Context: an optimization exercise on an open-source flow, tuned for small area, a short achievable clock period and few clock cycles per item. The choices shown serve that exercise and are no tape-out recipe.
RTL that was checked went through simulation tests only; none was proved equivalent to the original.
Power is estimated from default activity; no workload was simulated.

==> flow/design.v <==
package cwcc_pkg;
  localparam int WINDOW_SIZE = 120;
  localparam int POS_W       = 12;
  localparam int SYM_W       = 3;
  localparam int T_W         = 23;
  localparam int CHUNK       = 5;
  localparam int N_CHUNK     = (T_W + CHUNK - 1) / CHUNK;
  localparam int FLUSH       = N_CHUNK - 1;
  localparam int SUM_BITS    = T_W + 2;
endpackage
module cwcc_term (
  input  logic       clk,
  input  logic [7:0] pixel,
  input  logic       add,
  input  logic       keep,
  input  logic       shift,
  output logic [cwcc_pkg::T_W-1:0] t
);
  localparam int TW = cwcc_pkg::T_W;
  localparam int CH = cwcc_pkg::CHUNK;
  logic [8:0]    v;
  logic [TW-1:0] a, b, s;
  logic [TW:0]   c;
  logic [cwcc_pkg::N_CHUNK-1:0] carry_r;
  always_comb begin
    v = {pixel ^ 8'h7F, 1'b1};
    for (int i = 0; i < TW; i++) begin
      a[i] = t[i] & keep;
      b[i] = (add & v[(i < 8) ? i : 8]) | (shift & t[(i < TW - 1) ? i + 1 : TW - 1]);
    end
    c[0] = 1'b0;
    for (int i = 0; i < TW; i++) begin
      logic ci;
      if (i % CH == 0 && i != 0) ci = carry_r[i / CH - 1] & keep;
      else ci = c[i];
      s[i]   = a[i] ^ b[i] ^ ci;
      c[i+1] = (a[i] & b[i]) | (ci & (a[i] ^ b[i]));
    end
  end
  always_ff @(posedge clk) begin
    t <= s;
    for (int j = 0; j < cwcc_pkg::N_CHUNK - 1; j++) carry_r[j] <= c[(j + 1) * CH];
  end
endmodule
module cwcc_classify (
  input  logic [2:0] neg,        
  input  logic [2:0] nonzero,    
  input  logic       sum_neg,
  input  logic       sum_nonzero,
  input  logic       octal_mode,
  output logic [cwcc_pkg::SYM_W-1:0] symbol
);
  logic [2:0] pos;
  logic [7:0] ok;
  logic [cwcc_pkg::SYM_W-1:0] oct_sym;
  always_comb begin
    pos = nonzero & ~neg;
    ok[0] = (neg & ~3'b000) == '0 && (pos & 3'b000) == '0;
    ok[1] = (neg & ~3'b111) == '0 && (pos & 3'b111) == '0;
    ok[2] = (neg & ~3'b001) == '0 && (pos & 3'b001) == '0;
    ok[3] = (neg & ~3'b100) == '0 && (pos & 3'b100) == '0;
    ok[4] = (neg & ~3'b010) == '0 && (pos & 3'b010) == '0;
    ok[5] = (neg & ~3'b101) == '0 && (pos & 3'b101) == '0;
    ok[6] = (neg & ~3'b011) == '0 && (pos & 3'b011) == '0;
    ok[7] = (neg & ~3'b110) == '0 && (pos & 3'b110) == '0;
    oct_sym = 3'd7;
    for (int i = 6; i >= 0; i--) begin
      if (ok[i]) oct_sym = 3'(i);
    end
    if (octal_mode) symbol = oct_sym;
    else            symbol = {2'b00, !sum_neg && sum_nonzero};
  end
endmodule
module center_window_color_classifier (
  input  logic             clk,
  input  logic             rst_n,
  input  logic             cfg_valid,
  output logic             cfg_ready,
  input  logic [1:0]       cfg_index,
  input  logic [cwcc_pkg::POS_W-1:0] cfg_data,
  input  logic             in_valid,
  output logic             in_ready,
  input  logic [7:0]       in_pixel_blue,
  input  logic [7:0]       in_pixel_green,
  input  logic [7:0]       in_pixel_red,
  input  logic             in_frame_start,
  output logic             out_valid,
  input  logic             out_ready,
  output logic [cwcc_pkg::SYM_W-1:0] out_symbol
);
  localparam int PW        = cwcc_pkg::POS_W;
  localparam int FLUSH_END = cwcc_pkg::FLUSH;                      
  localparam int SHIFT_END = cwcc_pkg::FLUSH + cwcc_pkg::SUM_BITS;  
  localparam int CNT_W     = $clog2(SHIFT_END + 3);
  function automatic logic lt(input logic [PW:0] a, input logic [PW:0] b);
    logic br;
    br = 1'b0;
    for (int i = 0; i <= PW; i++) br = (~a[i] & b[i]) | (~a[i] & br) | (b[i] & br);
    lt = br;
  endfunction
  typedef struct packed {
    logic in_win;    
    logic at_end;    
  } axis_t;
  function automatic axis_t axis(input logic [PW-1:0] q, input logic [PW-1:0] ext_reg);
    logic [PW-1:0] half;
    logic [PW:0]   lo, hi;
    logic          lt_e, eq_e;
    half = {1'b0, ext_reg[PW-1:1]};
    lo   = {1'b0, half} - (PW+1)'(59);
    hi   = {1'b0, half} + (PW+1)'(61);
    lt_e = lt({1'b0, q}, {1'b0, ext_reg});
    eq_e = (q == ext_reg) || (ext_reg == '0 && q == PW'(1));
    axis = {(half <= PW'(60) || !lt({1'b0, q}, lo)) && lt({1'b0, q}, hi) && (lt_e || eq_e),
            !lt_e};
  endfunction
  function automatic axis_t axis_0(input logic [PW-1:0] ext);
    axis_0 = {ext <= PW'(121), ext <= PW'(1)};
  endfunction
  logic [PW-1:0] frame_width_r, frame_height_r;
  logic          octal_mode_r, mode_f;
  logic [PW-1:0] column_r, row_r;    
  logic          in_ready_r;
  logic          out_valid_r;
  logic [cwcc_pkg::SYM_W-1:0] out_symbol_r, symbol;
  logic [7:0]    pix_blue_r, pix_green_r, pix_red_r;
  logic          add_r, keep_r, shift_r;
  logic          busy_r;
  logic [CNT_W-1:0] count_r;
  logic [1:0]    sum_carry_r;
  logic          sum_bit_r, sum_nz_r;
  logic [2:0]    term_nz_r;
  axis_t         fx, fy, x0, y0;
  logic [PW-1:0] column_inc, row_inc;
  logic          ix, le, iy, ye;
  logic          accept, in_win, frame_end, go, finishing;
  logic [cwcc_pkg::T_W-1:0] t_blue, t_green, t_red;
  logic [2:0]    lsb;
  logic [2:0]    sum_now;
  assign cfg_ready = 1'b1;
  always_comb begin
    fx = axis(column_r, frame_width_r);
    fy = axis(row_r, frame_height_r);
    x0 = axis_0(frame_width_r);
    y0 = axis_0(frame_height_r);
    column_inc = column_r + PW'(1);
    row_inc    = row_r + PW'(1);
    accept = in_valid && in_ready_r;
    if (in_frame_start) begin
      {ix, le} = x0;
      {iy, ye} = y0;
    end else begin
      {ix, le} = fx;
      {iy, ye} = fy;
    end
    in_win     = ix && iy;
    frame_end  = le && ye;
    go         = busy_r && count_r == CNT_W'(FLUSH_END) && (!out_valid_r || out_ready);
    finishing  = busy_r && count_r == CNT_W'(SHIFT_END + 1);
    lsb     = {t_blue[0], t_green[0], t_red[0]};
    sum_now = 3'(lsb[2]) + 3'(lsb[1]) + 3'(lsb[0]) + 3'(sum_carry_r);
  end
  cwcc_term u_term_blue  (.clk(clk), .pixel(pix_blue_r),  .add(add_r), .keep(keep_r),
                          .shift(shift_r), .t(t_blue));
  cwcc_term u_term_green (.clk(clk), .pixel(pix_green_r), .add(add_r), .keep(keep_r),
                          .shift(shift_r), .t(t_green));
  cwcc_term u_term_red   (.clk(clk), .pixel(pix_red_r),   .add(add_r), .keep(keep_r),
                          .shift(shift_r), .t(t_red));
  cwcc_classify u_classify (
    .neg         ({t_blue[cwcc_pkg::T_W-1], t_green[cwcc_pkg::T_W-1], t_red[cwcc_pkg::T_W-1]}),
    .nonzero     (term_nz_r),
    .sum_neg     (sum_bit_r),
    .sum_nonzero (sum_nz_r),
    .octal_mode  (mode_f),
    .symbol      (symbol)
  );
  always_ff @(posedge clk) begin
    if (!rst_n) begin
      frame_width_r  <= PW'(1280);
      frame_height_r <= PW'(720);
      octal_mode_r   <= 1'b0;
      column_r       <= PW'(1);
      row_r          <= PW'(1);
      in_ready_r     <= 1'b0;
      out_valid_r    <= 1'b0;
      add_r          <= 1'b0;
      keep_r         <= 1'b0;
      shift_r        <= 1'b0;
      busy_r         <= 1'b0;
    end else begin
      if (cfg_valid) begin
        case (cfg_index)
          2'd0: frame_width_r  <= cfg_data;
          2'd1: frame_height_r <= cfg_data;
          2'd2: octal_mode_r   <= cfg_data[0];
          default: ;
        endcase
      end
      add_r <= accept && in_win;
      keep_r  <= !(accept && in_frame_start) && !go &&
                 !(busy_r && count_r > CNT_W'(FLUSH_END) && count_r <= CNT_W'(SHIFT_END));
      shift_r <= go || (busy_r && count_r > CNT_W'(FLUSH_END) && count_r < CNT_W'(SHIFT_END));
      if (accept) begin
        if (le) column_r <= PW'(1);
        else column_r <= in_frame_start ? PW'(2) : column_inc;
        if (frame_end) row_r <= PW'(1);
        else if (le) row_r <= in_frame_start ? PW'(2) : row_inc;
        else if (in_frame_start) row_r <= PW'(1);
      end
      if (accept && frame_end) busy_r <= 1'b1;
      else if (finishing)      busy_r <= 1'b0;
      in_ready_r <= !(accept && frame_end) &&
                    (!busy_r || finishing);
      if (finishing) begin
        out_valid_r <= 1'b1;
      end else if (out_ready) begin
        out_valid_r <= 1'b0;
      end
    end
  end
  always_ff @(posedge clk) begin
    pix_blue_r  <= in_pixel_blue;
    pix_green_r <= in_pixel_green;
    pix_red_r   <= in_pixel_red;
    if (accept && frame_end) mode_f <= octal_mode_r;
    if (!busy_r) count_r <= '0;
    else if (count_r != CNT_W'(FLUSH_END) || go) count_r <= count_r + CNT_W'(1);
    if (!busy_r) begin
      sum_carry_r <= '0;
      sum_bit_r   <= 1'b0;
      sum_nz_r    <= 1'b0;
      term_nz_r   <= '0;
    end else if (shift_r) begin
      sum_carry_r <= sum_now[2:1];
      sum_bit_r   <= sum_now[0];
      sum_nz_r    <= sum_nz_r || sum_now[0];
      term_nz_r   <= term_nz_r | lsb;
    end
    if (finishing) out_symbol_r <= symbol;
  end
  assign in_ready   = in_ready_r;
  assign out_valid  = out_valid_r;
  assign out_symbol = out_symbol_r;
endmodule
Settings: LEC_CHECK=0, CAP_MARGIN=20, CORE_MARGIN=2, CORE_UTILIZATION=40, SLEW_MARGIN=20; clock period 10.0 ns.
standard.sh (not shown) runs the stock make flow with config.mk's settings and CLKGATE_MAP_FILE= SYNTH_SCRIPT=/design/flow/synth_recipe.tcl, a recipe that flattens the netlist after the stock synthesis.
==> flow/flow/run.sh <==
#!/bin/bash
# The standard layout (standard.sh), with these settings changed:
#  - the timing repair steps aim for setup slack beyond the clock period
#    (SETUP_SLACK_MARGIN), so the achieved period drops below the set one,
#    and repair only the worst few percent of endpoints (TNS_END_PERCENT),
#    which leaves the rest at their smaller sizes;
#  - the ports get plain buf_1 buffers (sized up by repair where needed);
#  - the clock tree is built from clkbuf_4 and clkbuf_8;
#  - a denser core (CORE_UTILIZATION, PLACE_DENSITY) for shorter wires.
# The clock period, SDC, synthesis, power grid and tap cells are the
# standard ones. make's full output goes to standard_flow.log; each step's
# own log is under orfs/logs/.
set -euo pipefail
bash standard.sh SETUP_SLACK_MARGIN=7.3 TNS_END_PERCENT=5 \
  'BUFFER_PORTS_ARGS=-buffer_cell sky130_fd_sc_hd__buf_1' \
  'CTS_BUF_LIST=sky130_fd_sc_hd__clkbuf_4 sky130_fd_sc_hd__clkbuf_8' \
  CORE_UTILIZATION=60 PLACE_DENSITY=0.75 \
  finish > standard_flow.log 2>&1
Testbench counts at the start, summed over its fixed seeds: cycles 2,738,492, pixels 2,736,476.
Rerun with:
--- a/flow/design.v
+++ b/flow/design.v
@@ -90,9 +90,12 @@
 );
   localparam int PW        = cwcc_pkg::POS_W;
   localparam int FLUSH_END = cwcc_pkg::FLUSH;                      
   localparam int SHIFT_END = cwcc_pkg::FLUSH + cwcc_pkg::SUM_BITS;  
-  localparam int CNT_W     = $clog2(SHIFT_END + 3);
+  localparam int SEQ_W     = $clog2(SHIFT_END + 3);
+  localparam logic [SEQ_W-1:0] AT_FLUSH_END = SEQ_W'(FLUSH_END + 1);
+  localparam logic [SEQ_W-1:0] AT_SHIFT_END = SEQ_W'(SHIFT_END + 1);
+  localparam logic [SEQ_W-1:0] AT_FINISH    = SEQ_W'(SHIFT_END + 2);
   function automatic logic lt(input logic [PW:0] a, input logic [PW:0] b);
     logic br;
     br = 1'b0;
     for (int i = 0; i <= PW; i++) br = (~a[i] & b[i]) | (~a[i] & br) | (b[i] & br);
@@ -125,9 +128,9 @@
   logic [cwcc_pkg::SYM_W-1:0] out_symbol_r, symbol;
   logic [7:0]    pix_blue_r, pix_green_r, pix_red_r;
   logic          add_r, keep_r, shift_r;
   logic          busy_r;
-  logic [CNT_W-1:0] count_r;
+  logic [SEQ_W-1:0] seq;
   logic [1:0]    sum_carry_r;
   logic          sum_bit_r, sum_nz_r;
   logic [2:0]    term_nz_r;
   axis_t         fx, fy, x0, y0;
@@ -154,10 +157,11 @@
       {iy, ye} = fy;
     end
     in_win     = ix && iy;
     frame_end  = le && ye;
-    go         = busy_r && count_r == CNT_W'(FLUSH_END) && (!out_valid_r || out_ready);
-    finishing  = busy_r && count_r == CNT_W'(SHIFT_END + 1);
+    seq        = column_r[SEQ_W-1:0];
+    go         = busy_r && seq == AT_FLUSH_END && (!out_valid_r || out_ready);
+    finishing  = busy_r && seq == AT_FINISH;
     lsb     = {t_blue[0], t_green[0], t_red[0]};
     sum_now = 3'(lsb[2]) + 3'(lsb[1]) + 3'(lsb[0]) + 3'(sum_carry_r);
   end
   cwcc_term u_term_blue  (.clk(clk), .pixel(pix_blue_r),  .add(add_r), .keep(keep_r),
@@ -197,16 +201,19 @@
         endcase
       end
       add_r <= accept && in_win;
       keep_r  <= !(accept && in_frame_start) && !go &&
-                 !(busy_r && count_r > CNT_W'(FLUSH_END) && count_r <= CNT_W'(SHIFT_END));
-      shift_r <= go || (busy_r && count_r > CNT_W'(FLUSH_END) && count_r < CNT_W'(SHIFT_END));
+                 !(busy_r && seq > AT_FLUSH_END && seq <= AT_SHIFT_END);
+      shift_r <= go || (busy_r && seq > AT_FLUSH_END && seq < AT_SHIFT_END);
       if (accept) begin
         if (le) column_r <= PW'(1);
         else column_r <= in_frame_start ? PW'(2) : column_inc;
         if (frame_end) row_r <= PW'(1);
         else if (le) row_r <= in_frame_start ? PW'(2) : row_inc;
         else if (in_frame_start) row_r <= PW'(1);
+      end else if (busy_r) begin
+        if (finishing) column_r <= PW'(1);
+        else if (seq != AT_FLUSH_END || go) column_r <= column_inc;
       end
       if (accept && frame_end) busy_r <= 1'b1;
       else if (finishing)      busy_r <= 1'b0;
       in_ready_r <= !(accept && frame_end) &&
@@ -222,10 +229,8 @@
     pix_blue_r  <= in_pixel_blue;
     pix_green_r <= in_pixel_green;
     pix_red_r   <= in_pixel_red;
     if (accept && frame_end) mode_f <= octal_mode_r;
-    if (!busy_r) count_r <= '0;
-    else if (count_r != CNT_W'(FLUSH_END) || go) count_r <= count_r + CNT_W'(1);
     if (!busy_r) begin
       sum_carry_r <= '0;
       sum_bit_r   <= 1'b0;
       sum_nz_r    <= 1'b0;
After rerunning:
- sequential power went down by a few percent
- combinational power went up by roughly a tenth
- power went up slightly
- non-clock buffer count went down by 6
- first-iteration DRC count went up by roughly a tenth
- global-route usage went down by 1.3 points
- setup slack is worse by 44 ps
For the second run of this note, only the layout was checked, not whether the RTL still works.

re-timing with driven ports:
No port has a modelled driver above. Below, the same layouts with a new extraction and two added sets of constraints. Step 1, drivers: a clkbuf_16 drives clk and a buf_2 each remaining input, both assumed. Step 2 also shifts input and output timing later by t, the mid clock arrival at the registers, as if the neighbouring blocks saw the same clock. Three values: ideal, step 1, step 2; two values: the first two.
run | t, ns | setup WS [ns] | hold WS [ns] | worst setup path at the end | worst data-port slew with drivers (ns)
the first run | 0.506 | 6.983 / 6.942 / 6.633 | 0.492 / 0.492 / 0.492 | input to register | 0.05
the second run | 0.514 | 6.939 / 6.898 / 6.519 | 0.493 / 0.493 / 0.493 | input to register | 0.09
After both steps every run listed still meets setup and hold. For the second run, which loses most, drivers alone change the setup slack by -0.041 ns; drivers and shift together by -0.420 ns.
